Context: an optimization exercise on an open-source flow, tuned for small area, a short achievable clock period and few clock cycles per item. The choices shown serve that exercise and are no tape-out recipe.
The RTL was checked by simulation tests, not by an equivalence proof against the original design.
Power and IR drop assume default switching activity.

==> flow/design.v <==
`default_nettype none
package bole_pkg;
  localparam int unsigned DataW     = 32;
  localparam int unsigned CntW      = 5;
  localparam int unsigned Depth     = 16;
  localparam int unsigned CmdW      = 3;
  localparam int unsigned StatusW   = 3;
  localparam int unsigned InTdataW  = 72;
  localparam int unsigned OutTdataW = 40;
  localparam int unsigned CapacityDef = 16;
  localparam logic [2:0] CMD_INS_FRONT = 3'd0;
  localparam logic [2:0] CMD_INS_BACK  = 3'd1;
  localparam logic [2:0] CMD_INS_KEY   = 3'd2;
  localparam logic [2:0] CMD_DEL_FRONT = 3'd3;
  localparam logic [2:0] CMD_DEL_BACK  = 3'd4;
  localparam logic [2:0] CMD_LIST      = 3'd5;
  localparam logic [2:0] STAT_DONE  = 3'd0;
  localparam logic [2:0] STAT_EMPTY = 3'd1;
  localparam logic [2:0] STAT_NOKEY = 3'd2;
  localparam logic [2:0] STAT_FULL  = 3'd3;
  localparam logic [2:0] STAT_ELEM  = 3'd4;
endpackage
`default_nettype wire
`default_nettype none
module bole_cell (
  input  wire logic        clk_i,
  input  wire logic        sel_right_i,   
  input  wire logic        sel_value_i,   
  input  wire logic        cmp_en_i,      
  input  wire logic [31:0] right_i,
  input  wire logic [31:0] value_i,
  input  wire logic [31:0] key_i,
  input  wire logic        eq_right_i,    
  input  wire logic        eq_value_i,    
  output logic      [31:0] val_o,
  output logic             eq_o,          
  output logic             match_o
);
  logic [31:0] val_q;
  logic        match_q;
  logic        hold;
  assign hold  = ~(sel_right_i | sel_value_i);
  assign eq_o  = (val_q == key_i);
  assign val_o = val_q;
  assign match_o = match_q;
  always_ff @(posedge clk_i) begin
    val_q <= ({32{hold}} & val_q) | ({32{sel_right_i}} & right_i) |
             ({32{sel_value_i}} & value_i);
  end
  always_ff @(posedge clk_i) begin
    if (cmp_en_i) begin
      match_q <= (hold & eq_o) | (sel_right_i & eq_right_i) | (sel_value_i & eq_value_i);
    end
  end
endmodule
`default_nettype wire
`default_nettype none
import bole_pkg::*;
module bounded_ordered_list_engine #(
  parameter int unsigned CAPACITY = bole_pkg::CapacityDef
) (
  input  wire logic                          clk_i,
  input  wire logic                          rst_ni,
  input  wire logic                          s_axis_tvalid_i,
  output logic                               s_axis_tready_o,
  input  wire logic [bole_pkg::InTdataW-1:0] s_axis_tdata_i,
  output logic                               m_axis_tvalid_o,
  input  wire logic                          m_axis_tready_i,
  output logic      [bole_pkg::OutTdataW-1:0] m_axis_tdata_o,
  output logic                               m_axis_tlast_o
);
  localparam int unsigned N = Depth;
  function automatic logic [N-1:0] fwd(input logic [N-1:0] x);   
    fwd = {x[N-2:0], x[N-1]};
  endfunction
  function automatic logic [N-1:0] bwd(input logic [N-1:0] x);   
    bwd = {x[0], x[N-1:1]};
  endfunction
  logic [N-1:0]      hh_q, tt_q, lp_q, occ_q;
  logic [CntW-1:0]   n_q;
  logic              lact_q;
  logic              cv_q;
  logic [2:0]        cop_q;
  logic [DataW-1:0]  cval_q;
  logic              av_q, alast_q;
  logic [OutTdataW-1:0] adata_q;
  logic [DataW-1:0]  val   [N];
  logic [N-1:0]      eq, mq, sr, sv;
  logic              eq_v;
  logic go, tready, acc, slot;
  logic [2:0]       in_op;
  logic [DataW-1:0] in_val, in_key;
  assign in_op  = s_axis_tdata_i[2:0];
  assign in_val = s_axis_tdata_i[34:3];
  assign in_key = s_axis_tdata_i[66:35];
  assign slot   = ~av_q | m_axis_tready_i;
  assign go     = cv_q & slot & ~lact_q;
  assign tready = ~cv_q | (slot & ~lact_q);
  assign acc    = s_axis_tvalid_i & tready;
  assign eq_v   = (cval_q == in_key);
  logic is_front, is_back, is_key, is_dfront, is_dback, is_list;
  logic full, empty, found, ins, del_f, del_b, lst;
  logic [N-1:0] mk, mh, hge, pmh, pmk, bex, binc;
  logic anyh;
  assign is_front  = (cop_q == CMD_INS_FRONT);
  assign is_back   = (cop_q == CMD_INS_BACK);
  assign is_key    = (cop_q == CMD_INS_KEY);
  assign is_dfront = (cop_q == CMD_DEL_FRONT);
  assign is_dback  = (cop_q == CMD_DEL_BACK);
  assign is_list   = (cop_q == CMD_LIST);
  assign full  = n_q[CntW-1];
  assign empty = (n_q == '0);
  assign found = |(mq & occ_q);
  assign ins   = go & ~full & (is_front | is_back | (is_key & found));
  assign del_f = go & ~empty & is_dfront;
  assign del_b = go & ~empty & is_dback;
  assign lst   = go & ~empty & is_list;
  assign mk = is_key ? (mq & occ_q) : (is_front ? hh_q : tt_q);
  always_comb begin
    hge[0] = hh_q[0];
    for (int c = 1; c < N; c++) begin
      hge[c] = hge[c-1] | hh_q[c];
    end
  end
  assign mh   = mk & hge;
  assign anyh = |mh;
  always_comb begin
    pmh[0] = 1'b0;
    pmk[0] = 1'b0;
    for (int c = 1; c < N; c++) begin
      pmh[c] = pmh[c-1] | mh[c-1];
      pmk[c] = pmk[c-1] | mk[c-1];
    end
  end
  assign bex  = (hge & pmh) | (~hge & ({N{anyh}} | pmk));
  assign binc = bex | mk;
  assign sv = {N{ins}} & fwd_rev(mk & ~bex);
  assign sr = {N{ins}} & ~fwd_rev(binc);
  function automatic logic [N-1:0] fwd_rev(input logic [N-1:0] x);   
    fwd_rev = bwd(x);
  endfunction
  for (genvar i = 0; i < N; i++) begin : g_cell
    localparam int unsigned R = (i + 1) % N;
    bole_cell u_cell (
      .clk_i      (clk_i),
      .sel_right_i(sr[i]),
      .sel_value_i(sv[i]),
      .cmp_en_i   (tready),
      .right_i    (val[R]),
      .value_i    (cval_q),
      .key_i      (in_key),
      .eq_right_i (eq[R]),
      .eq_value_i (eq_v),
      .val_o      (val[i]),
      .eq_o       (eq[i]),
      .match_o    (mq[i])
    );
  end
  logic [DataW-1:0] rd;
  logic             lend;
  always_comb begin
    rd = '0;
    for (int c = 0; c < N; c++) begin
      rd = rd | ({DataW{lp_q[c]}} & val[c]);
    end
  end
  assign lend = |(fwd(lp_q) & tt_q);
  logic             push, lstep;
  logic [2:0]       rstat;
  logic [DataW-1:0] relem;
  logic             rlast;
  logic [CntW-1:0]  n_d;
  logic [N-1:0]     hh_d;
  assign lstep = lact_q & slot;
  assign push  = go | lstep;
  always_comb begin
    n_d = n_q;
    if (ins) n_d = n_q + 1'b1;
    else if (del_f | del_b) n_d = n_q - 1'b1;
  end
  assign hh_d = ins ? bwd(hh_q) : (del_f ? fwd(hh_q) : hh_q);
  always_comb begin
    rstat = STAT_DONE;
    relem = '0;
    rlast = 1'b1;
    if (lact_q) begin
      rstat = STAT_ELEM;
      relem = rd;
      rlast = lend;
    end else begin
      if (is_front | is_back) begin
        if (full) rstat = STAT_FULL;
      end else if (is_key) begin
        if (empty) rstat = STAT_EMPTY;
        else if (!found) rstat = STAT_NOKEY;
        else if (full) rstat = STAT_FULL;
      end else if (is_list) begin
        if (empty) rstat = STAT_EMPTY;
        else begin
          rstat = STAT_ELEM;
          relem = rd;
          rlast = lend;
        end
      end else begin
        if (empty) rstat = STAT_EMPTY;
      end
    end
  end
  always_ff @(posedge clk_i or negedge rst_ni) begin
    if (!rst_ni) begin
      hh_q   <= N'(1);
      tt_q   <= N'(1);
      lp_q   <= N'(1);
      occ_q  <= '0;
      n_q    <= '0;
      lact_q <= 1'b0;
      cv_q   <= 1'b0;
      av_q   <= 1'b0;
    end else begin
      hh_q <= hh_d;
      n_q  <= n_d;
      if (del_b) tt_q <= bwd(tt_q);
      if (ins) occ_q <= occ_q | bwd(hh_q);
      else if (del_f) occ_q <= occ_q & ~hh_q;
      else if (del_b) occ_q <= occ_q & ~bwd(tt_q);
      if ((lst | lstep) & ~lend) begin
        lact_q <= 1'b1;
        lp_q   <= fwd(lp_q);
      end else begin
        if (lstep) lact_q <= 1'b0;
        if (!lact_q || lstep) lp_q <= hh_d;
      end
      if (tready) cv_q <= s_axis_tvalid_i & (in_op <= CMD_LIST);
      if (push) av_q <= 1'b1;
      else if (m_axis_tready_i) av_q <= 1'b0;
    end
  end
  always_ff @(posedge clk_i) begin
    if (tready) begin
      cop_q  <= in_op;
      cval_q <= in_val;
    end
    if (push) begin
      adata_q <= {n_d, relem, rstat};
      alast_q <= rlast;
    end
  end
  assign s_axis_tready_o = tready;
  assign m_axis_tvalid_o = av_q;
  assign m_axis_tdata_o  = adata_q;
  assign m_axis_tlast_o  = alast_q;
endmodule
`default_nettype wire
make LEC_CHECK=0 CAP_MARGIN=20 CORE_MARGIN=2 CORE_UTILIZATION=40 SLEW_MARGIN=20 finish   # period 5.0 ns
run.sh (not shown) runs the stock make flow with config.mk's settings and CLKGATE_MAP_FILE= SYNTH_SCRIPT=/design/flow/synth_recipe.tcl, a recipe that flattens the netlist after the stock synthesis.
The starting point completed without violations.
Testbench counts at the start, summed over its fixed seeds: cycles 8,929, items 4,800.
Next try:
--- a/flow/design.v
+++ b/flow/design.v
@@ -81,22 +81,21 @@
   logic              lact_q;
   logic              cv_q;
   logic [2:0]        cop_q;
   logic [DataW-1:0]  cval_q;
-  logic              av_q, alast_q;
-  logic [OutTdataW-1:0] adata_q;
+  logic              av_q, alast_q, bv_q, blast_q;
+  logic [OutTdataW-1:0] adata_q, bdata_q;
   logic [DataW-1:0]  val   [N];
   logic [N-1:0]      eq, mq, sr, sv;
   logic              eq_v;
-  logic go, tready, acc, slot;
+  logic go, tready, acc;
   logic [2:0]       in_op;
   logic [DataW-1:0] in_val, in_key;
   assign in_op  = s_axis_tdata_i[2:0];
   assign in_val = s_axis_tdata_i[34:3];
   assign in_key = s_axis_tdata_i[66:35];
-  assign slot   = ~av_q | m_axis_tready_i;
-  assign go     = cv_q & slot & ~lact_q;
-  assign tready = ~cv_q | (slot & ~lact_q);
+  assign go     = cv_q & ~bv_q & ~lact_q;
+  assign tready = ~cv_q | (~bv_q & ~lact_q);
   assign acc    = s_axis_tvalid_i & tready;
   assign eq_v   = (cval_q == in_key);
   logic is_front, is_back, is_key, is_dfront, is_dback, is_list;
   logic full, empty, found, ins, del_f, del_b, lst;
@@ -170,9 +169,9 @@
   logic [DataW-1:0] relem;
   logic             rlast;
   logic [CntW-1:0]  n_d;
   logic [N-1:0]     hh_d;
-  assign lstep = lact_q & slot;
+  assign lstep = lact_q & ~bv_q;
   assign push  = go | lstep;
   always_comb begin
     n_d = n_q;
     if (ins) n_d = n_q + 1'b1;
@@ -215,8 +214,9 @@
       n_q    <= '0;
       lact_q <= 1'b0;
       cv_q   <= 1'b0;
       av_q   <= 1'b0;
+      bv_q   <= 1'b0;
     end else begin
       hh_q <= hh_d;
       n_q  <= n_d;
       if (del_b) tt_q <= bwd(tt_q);
@@ -230,20 +230,36 @@
         if (lstep) lact_q <= 1'b0;
         if (!lact_q || lstep) lp_q <= hh_d;
       end
       if (tready) cv_q <= s_axis_tvalid_i & (in_op <= CMD_LIST);
-      if (push) av_q <= 1'b1;
-      else if (m_axis_tready_i) av_q <= 1'b0;
+      if (bv_q) begin
+        if (m_axis_tready_i) bv_q <= 1'b0;
+      end else if (push) begin
+        if (av_q && !m_axis_tready_i) bv_q <= 1'b1;
+        else av_q <= 1'b1;
+      end else if (m_axis_tready_i) begin
+        av_q <= 1'b0;
+      end
     end
   end
   always_ff @(posedge clk_i) begin
     if (tready) begin
       cop_q  <= in_op;
       cval_q <= in_val;
     end
-    if (push) begin
-      adata_q <= {n_d, relem, rstat};
-      alast_q <= rlast;
+    if (bv_q) begin
+      if (av_q && m_axis_tready_i) begin
+        adata_q <= bdata_q;
+        alast_q <= blast_q;
+      end
+    end else if (push) begin
+      if (!av_q || m_axis_tready_i) begin
+        adata_q <= {n_d, relem, rstat};
+        alast_q <= rlast;
+      end else begin
+        bdata_q <= {n_d, relem, rstat};
+        blast_q <= rlast;
+      end
     end
   end
   assign s_axis_tready_o = tready;
   assign m_axis_tvalid_o = av_q;
Effect: Wire length drops by 2.3%; global-route usage drops by 2.6 points; worst setup slack degrades by 0.17 ns; register-to-register slack degrades by 0.17 ns; via count barely changes; sequential share of layout area climbs by 1.0 points; clock skew drops by 0.0036 ns; first-iteration DRC count drops by 7.3%; power drops by 10%; area after synthesis climbs by 5.4%; hold slack degrades by 0.039 ns; die area climbs by 5.3%; count of clock-buffer cells in the layout climbs by 16.
Testbench counts after the change, summed over its fixed seeds: cycles 8,929, items 4,800.

[re-timing with driven ports]
The results above use ideal ports. As a check the final layouts listed here were re-extracted and re-timed, cells and wires unchanged. Step 1 sets driving cells, clkbuf_16 on the clock port and buf_2 on the other inputs (assumed; they add their load-dependent delay and slew). Step 2 times the ports against the registers' clock, not the clock port: input delays grow and output delays shrink by t, the midpoint of the rising clock arrivals with the driver on. a / b / c = no drivers / after step 1 / after step 2; a / b = the first two.
| run | t (ns) | setup WS [ns] | latest minus earliest clock arrival (ns) | slew at the worst register clock pin (ns) |
|---|---|---|---|---|
| the first run | 0.752 | 0.747 / 0.747 / 0.545 | 0.041 / 0.041 | 0.07 / 0.07 |
| the second run | 0.765 | 0.578 / 0.578 / 0.578 | 0.040 / 0.040 | 0.07 / 0.07 |
After both steps every run listed still meets setup and hold. The setup slack of the first run, which loses most, moves by 0.000 ns with the drivers and by -0.202 ns with both steps.
